Context: an optimization exercise on an open-source flow, tuned for small area, a short achievable clock period and few clock cycles. The choices shown serve that exercise and are no tape-out recipe. In this exercise RTL edits were held to simulation tests only and were not proved equivalent to the original.

==> flow/design.v <==
`timescale 1ns/1ps
module linreg_predict #(
  parameter int LENGTH       = 16,
  parameter int MAX_FEATURES = 15,
  parameter int FRAC         = 8,
  parameter int DATA_WIDTH   = LENGTH * (MAX_FEATURES + 1),
  parameter int ADDR_WIDTH   = 12
) (
  input  logic                  CLK,
  input  logic                  RST_N,
  input  logic                  w_load,
  input  logic [DATA_WIDTH-1:0] weights,
  input  logic [3:0]            feat,
  input  logic                  x_valid,
  output logic                  x_ready,
  input  logic [DATA_WIDTH-1:0] x_data,
  output logic                  y_valid,
  input  logic                  y_ready,
  output logic [LENGTH-1:0]     y_cap,
  output logic [LENGTH-1:0]     y_err,
  output logic                  w_loaded,
  output logic [ADDR_WIDTH-1:0] pred_count
);
  localparam int ACC_W = 2*LENGTH + 4;
  localparam logic signed [ACC_W-1:0] Y_MAX = ACC_W'((1 << (LENGTH-1)) - 1);
  localparam logic signed [ACC_W-1:0] Y_MIN = ~Y_MAX;
  typedef enum logic [1:0] {NOWT, READY, MAC, OUT} state_t;
  state_t                  state;
  logic [DATA_WIDTH-1:0]   w_reg;
  logic [DATA_WIDTH-1:0]   x_reg;
  logic [3:0]              feat_reg;
  logic [3:0]              idx;
  logic signed [ACC_W-1:0] acc;
  logic signed [ACC_W-1:0] acc_nxt;
  logic signed [ACC_W-1:0] acc_shr;
  logic signed [LENGTH-1:0]   w_arr [0:MAX_FEATURES];
  logic signed [LENGTH-1:0]   x_arr [0:MAX_FEATURES];
  logic signed [LENGTH-1:0]   w0_sel;
  logic signed [LENGTH-1:0]   y_sel;
  logic signed [2*LENGTH-1:0] w_ext;
  logic signed [2*LENGTH-1:0] x_ext;
  logic signed [2*LENGTH-1:0] prod;
  logic signed [LENGTH:0]     diff;
  logic [LENGTH-1:0]          y_cap_nxt;
  logic [LENGTH-1:0]          y_err_nxt;
  logic                       x_hs;
  for (genvar j = 0; j <= MAX_FEATURES; j++) begin : g_unpack
    assign w_arr[j] = w_reg[DATA_WIDTH-1-LENGTH*j -: LENGTH];
    assign x_arr[j] = x_reg[DATA_WIDTH-1-LENGTH*j -: LENGTH];
  end
  assign x_hs = x_valid && x_ready;
  assign w0_sel = w_load ? weights[DATA_WIDTH-1 -: LENGTH] : w_arr[0];
  assign y_sel  = (state == READY) ? x_data[DATA_WIDTH-1 -: LENGTH] : x_arr[0];
  assign w_ext = {{LENGTH{w_arr[idx][LENGTH-1]}}, w_arr[idx]};
  assign x_ext = {{LENGTH{x_arr[idx][LENGTH-1]}}, x_arr[idx]};
  assign prod  = w_ext * x_ext;
  always_comb begin
    acc_nxt = acc;
    if (state == READY && x_hs)
      acc_nxt = {{(ACC_W-LENGTH-FRAC){w0_sel[LENGTH-1]}}, w0_sel, {FRAC{1'b0}}};
    else if (state == MAC)
      acc_nxt = acc + {{(ACC_W-2*LENGTH){prod[2*LENGTH-1]}}, prod};
  end
  assign acc_shr = acc_nxt >>> FRAC;
  always_comb begin
    if (acc_shr > Y_MAX)
      y_cap_nxt = Y_MAX[LENGTH-1:0];
    else if (acc_shr < Y_MIN)
      y_cap_nxt = Y_MIN[LENGTH-1:0];
    else
      y_cap_nxt = acc_shr[LENGTH-1:0];
  end
  assign diff = {y_sel[LENGTH-1], y_sel} - {y_cap_nxt[LENGTH-1], y_cap_nxt};
  always_comb begin
    if (diff[LENGTH] != diff[LENGTH-1])
      y_err_nxt = diff[LENGTH] ? {1'b1, {(LENGTH-1){1'b0}}} : {1'b0, {(LENGTH-1){1'b1}}};
    else
      y_err_nxt = diff[LENGTH-1:0];
  end
  always_ff @(posedge CLK or negedge RST_N) begin
    if (!RST_N) begin
      state      <= NOWT;
      w_reg      <= '0;
      x_reg      <= '0;
      feat_reg   <= '0;
      idx        <= '0;
      acc        <= '0;
      x_ready    <= 1'b0;
      y_valid    <= 1'b0;
      y_cap      <= '0;
      y_err      <= '0;
      w_loaded   <= 1'b0;
      pred_count <= '0;
    end else begin
      case (state)
        NOWT: begin
          if (w_load) begin
            w_reg    <= weights;
            w_loaded <= 1'b1;
            x_ready  <= 1'b1;
            state    <= READY;
          end
        end
        READY: begin
          if (w_load) begin
            w_reg    <= weights;
            w_loaded <= 1'b1;
          end
          if (x_hs) begin
            x_reg    <= x_data;
            feat_reg <= feat;
            acc      <= acc_nxt;
            idx      <= 4'd1;
            x_ready  <= 1'b0;
            if (feat != 4'd0) begin
              state <= MAC;
            end else begin
              state   <= OUT;
              y_valid <= 1'b1;
              y_cap   <= y_cap_nxt;
              y_err   <= y_err_nxt;
            end
          end
        end
        MAC: begin
          acc <= acc_nxt;
          idx <= idx + 4'd1;
          if (idx == feat_reg) begin
            state   <= OUT;
            y_valid <= 1'b1;
            y_cap   <= y_cap_nxt;
            y_err   <= y_err_nxt;
          end
        end
        OUT: begin
          if (y_ready) begin
            y_valid    <= 1'b0;
            pred_count <= pred_count + ADDR_WIDTH'(1);
            x_ready    <= 1'b1;
            state      <= READY;
          end
        end
        default: state <= NOWT;
      endcase
    end
  end
endmodule
==> flow/run.sh <==
#!/bin/bash
# synth_recipe.tcl (not shown) runs the flow's synth.tcl, then flattens the netlist and writes it again
# the make line also repeats each setting of config.mk as NAME=value (left out here)
make -C /OpenROAD-flow-scripts/flow DESIGN_CONFIG=/design/flow/config.mk WORK_HOME=/design/flow/orfs CLKGATE_MAP_FILE= SYNTH_SCRIPT=/design/flow/synth_recipe.tcl finish
==> flow/config.mk <==
export PLATFORM = sky130hd
export DESIGN_NAME = linreg_predict
export DESIGN_NICKNAME = linreg_predict
export VERILOG_FILES = /design/flow/design.v
export SDC_FILE = /design/flow/constraint.sdc
export NUM_CORES = 4
export LEC_CHECK = 0
export CAP_MARGIN = 20
export CORE_MARGIN = 2
export CORE_UTILIZATION = 40
export SLEW_MARGIN = 20
==> flow/constraint.sdc <==
create_clock -name core_clock -period 14.0 [get_ports {CLK}]
set_input_delay 2.8000 -clock core_clock [delete_from_list [all_inputs] [get_ports {CLK}]]
set_output_delay 2.8000 -clock core_clock [all_outputs]
set_load 0.01 [all_outputs]
==> summary.txt <==
-- logic make-up (layout without fill, tap and decap cells) --
| logic type | count (synthesis) | in the layout | share of synthesized area |
|---|---|---|---|
| and+or+nand+nor | 1498 | 1500 | 0.159 |
| adders and majority gates | 409 | 409 | 0.181 |
| other | 0 | 7 | 0 |
| DFF | 605 | 605 | 0.386 |
| AOI/OAI and AO/OA | 643 | 643 | 0.116 |
| xor gates and xnor gates | 84 | 84 | 0.0191 |
| muxes | 302 | 302 | 0.0858 |
| buffers and inverters | 556 | 1206 | 0.0538 |
-- per-stage QoR --
stage                     setup TNS, ps  utilization  cell area (um^2)  hold slack [ps]  setup slack [ps]
after floorplan                       0            -             39300              440               978
after global placement                0        0.484             47000              459              33.4
after detailed placement          -1790        0.484             47000              454              -164
after CTS                             0        0.511             49600              473              21.9
after global routing               -146        0.517             50100              493             -43.2
final                                 0        0.517             50100              475               528
-- cell type report --
class | count | area, um^2 | share of cell area
Tap cell | 1276 | 1600 | 0.0319
Multi-Input combinational cell | 2938 | 22400 | 0.446
Clock inverter | 32 | 548 | 0.0109
Clock buffer | 98 | 2030 | 0.0405
Inverter | 344 | 1290 | 0.0258
Antenna cell | 7 | 17.5 | 0.000349
Timing Repair Buffer | 732 | 7130 | 0.142
Sequential cell | 605 | 15100 | 0.302
-- cells in the mapped netlist (54+ instances only) --
cell type / n
a22o_1: 62
a22oi_1: 82
clkbuf_1: 190
fa_1: 265
o21ai_0: 95
ha_1: 143
mux2_2: 278
xnor2_1: 54
a221oi_1: 57
inv_1: 342
a21oi_1: 112
dfrtp_1: 605
nand2_1: 1005
nor2_1: 233
-- placed cells by master, fill, tap and decap left out, types with 26 or more instances in the layout --
cell,instances
a22o_1,62
clkbuf_16,74
a21oi_1,104
xnor2_1,53
a221oi_1,51
ha_1,141
dfrtp_1,603
mux2_2,278
a21o_1,30
nand2_1,1002
a211oi_1,26
nor2_1,232
buf_4,142
nand3_1,38
fa_1,263
a22oi_1,81
xor2_1,29
and3_1,35
inv_1,340
clkdlybuf4s50_1,566
o21ai_0,83
nand4_1,33
nand2b_1,31
-- how the worst max path moves through the flow --
stage                       from         to  slack (ps)  cells past startpoint
after global placement    idx[1]   y_err[8]          30                     52
final                     idx[0]   y_err[7]         530                     51
after floorplan           idx[1]  y_err[10]         980                     55
after CTS                 idx[1]  y_err[13]          20                     52
after global routing      idx[0]   y_err[0]         -40                     52
after detailed placement  idx[1]   y_err[7]        -160                     52
-- metal layers --
| metal | part of all wire | wire length [um] |
|---|---|---|
| met4 | 0.038 | 5660 |
| met3 | 0.073 | 11000 |
| met2 | 0.47 | 70900 |
| met1 | 0.42 | 62900 |
| met5 | 0.00083 | 125 |
-- repair_timing --
item                       in CTS  in global routing
cloned                          0                  3
pin swaps                       1                 36
setup endpoints to repair      15                 16
setup buffers                   0                 25
gates resized for setup         8                 90
hold buffers                    0                  0
==> flow_metrics.env <==
export IMPL_cp_max_fo=31
export IMPL_grt_max_degree=214
export IMPL_setup_violations=0
export IMPL_fillCellCount=9010
export IMPL_final_hold_viol_count=0
export IMPL_grt_ovfl_total=0
export IMPL_worstSetupPathType="flop to flop"
export IMPL_r2r_slack_ps=530
export IMPL_fin_crit_ps=13470
export IMPL_r2r_start="idx[0]"
export IMPL_grt_pass1_vias=33400
export IMPL_synth_warnings=3
export IMPL_worstSetupEndpointType="flop"
export IMPL_relSlewSlack=0.259
export IMPL_cp_common_cell="fa_1"
export IMPL_die_area_um2=101000
export IMPL_yosys_register_bits=605
export IMPL_vias=33300
export IMPL_yosysTopAreaCellShare=0.386
export IMPL_grt_pass1_wl_um=218000
export IMPL_drt_iter0_markers=2899
export IMPL_crit_required_ps=14560
export IMPL_synthArstFlopShare=1.00
export IMPL_die_h_um=317
export IMPL_core_rowCount=114
export IMPL_place_inst=5867
export IMPL_ant_nets=0
export IMPL_grt_busiest_layer="met2"
export IMPL_layout_nets=5623
export IMPL_die_w_um=317
export IMPL_min_delay_start="w_loaded"
export IMPL_post_drt_wl_per_cell_um=25.0
export IMPL_h_tree_depth=3
export IMPL_cts_tree="yes"
export IMPL_syn_area_um2=39300
export IMPL_syn_nets=5026
export IMPL_insertion_delay_ps=670
export IMPL_synth_cells=4097
export IMPL_wl_um=151000
export IMPL_cts_num_sinks=605
export IMPL_grt_use_met1=0.400
export IMPL_numPortBuffers=567
export IMPL_antenna_found_initial=14
export IMPL_r2r_cells=51
export IMPL_met2_usage=0.480
export IMPL_clkSlewWorstSetupHoldPaths_ps=60
export IMPL_fin_cells=6032
export IMPL_cts_buffer_depth=3
export IMPL_crit_arrival_ps=14030
export IMPL_drive_gt1_frac=0.140
export IMPL_synth_edf_count=0
export IMPL_cp_top_family="compound AO/OA/AOI/OAI gates"
export IMPL_start_util=0.405
export IMPL_use_met3=0.0500
export IMPL_dpl_hpwl_um=116000
export IMPL_grt_usage=0.295
export IMPL_fin_crit_sh=0.962
export IMPL_status="finished clean"
export IMPL_synth_sequential_area_ratio=0.386
export IMPL_vias_per_cell=5.52
export IMPL_hold_path_end="w_loaded"
export IMPL_yosys_top_cells_area="dfrtp_1 (39%), fa_1 (14%), nand2_1 (9.6%)"
export IMPL_path_buf_inv=7
export IMPL_hp_class="flop to flop"
export IMPL_synth_top_area_cell="dfrtp_1"
export IMPL_tightest_slew_ps=1110
export IMPL_startpoint_type="flop"
export IMPL_gp_congestion=0.945
export IMPL_io_pins=568
export IMPL_firstDrtPassIters=6
export IMPL_synthDistinctLibCells=78
export IMPL_core_region_area_um2=97000
export IMPL_max_freq_mhz=74.2
export IMPL_numCtsBuffers=73
export IMPL_drc=0
export IMPL_finClkSkew_ps=28.1
export IMPL_areaGrowthSynthToFinish_pct=27.6
export IMPL_critPathSlowestCell="fa_1"
export IMPL_hold_depth=1
export IMPL_slowest_delay_ps=550
export IMPL_finalMaxSlewViolations=0
export IMPL_clockRootBuffer="clkbuf_16"
export IMPL_maxCapViolations=0
export IMPL_r2r_end="y_err[7]"
export IMPL_synth_flop_cell="dfrtp_1"
export IMPL_synth_area_per_cell_um2=9.58
Testbench counts, summed over its fixed seeds: cycles 15,357.

[port drivers added, routing unchanged]
Ports are ideal in the flow. The routed layout listed here was re-timed in OpenROAD. Step 1 assumes that a clkbuf_16 drives the clock port and a buf_2 every other input. Step 2 times the ports against the registers' clock, not the clock port: input delays grow and output delays shrink by t, the midpoint of the rising clock arrivals with the driver on. Slacks: ideal / step 1 / step 2; pairs: ideal / step 1.
t (ns): 0.724
setup slack, ns: 0.528 / 0.528 / 0.528
worst setup path at the end: register to register
latest minus earliest clock arrival (ns): 0.031 / 0.032
After both steps this run still meets setup and hold. For this run, drivers alone change the setup slack by 0.000 ns; drivers and shift together by 0.000 ns.
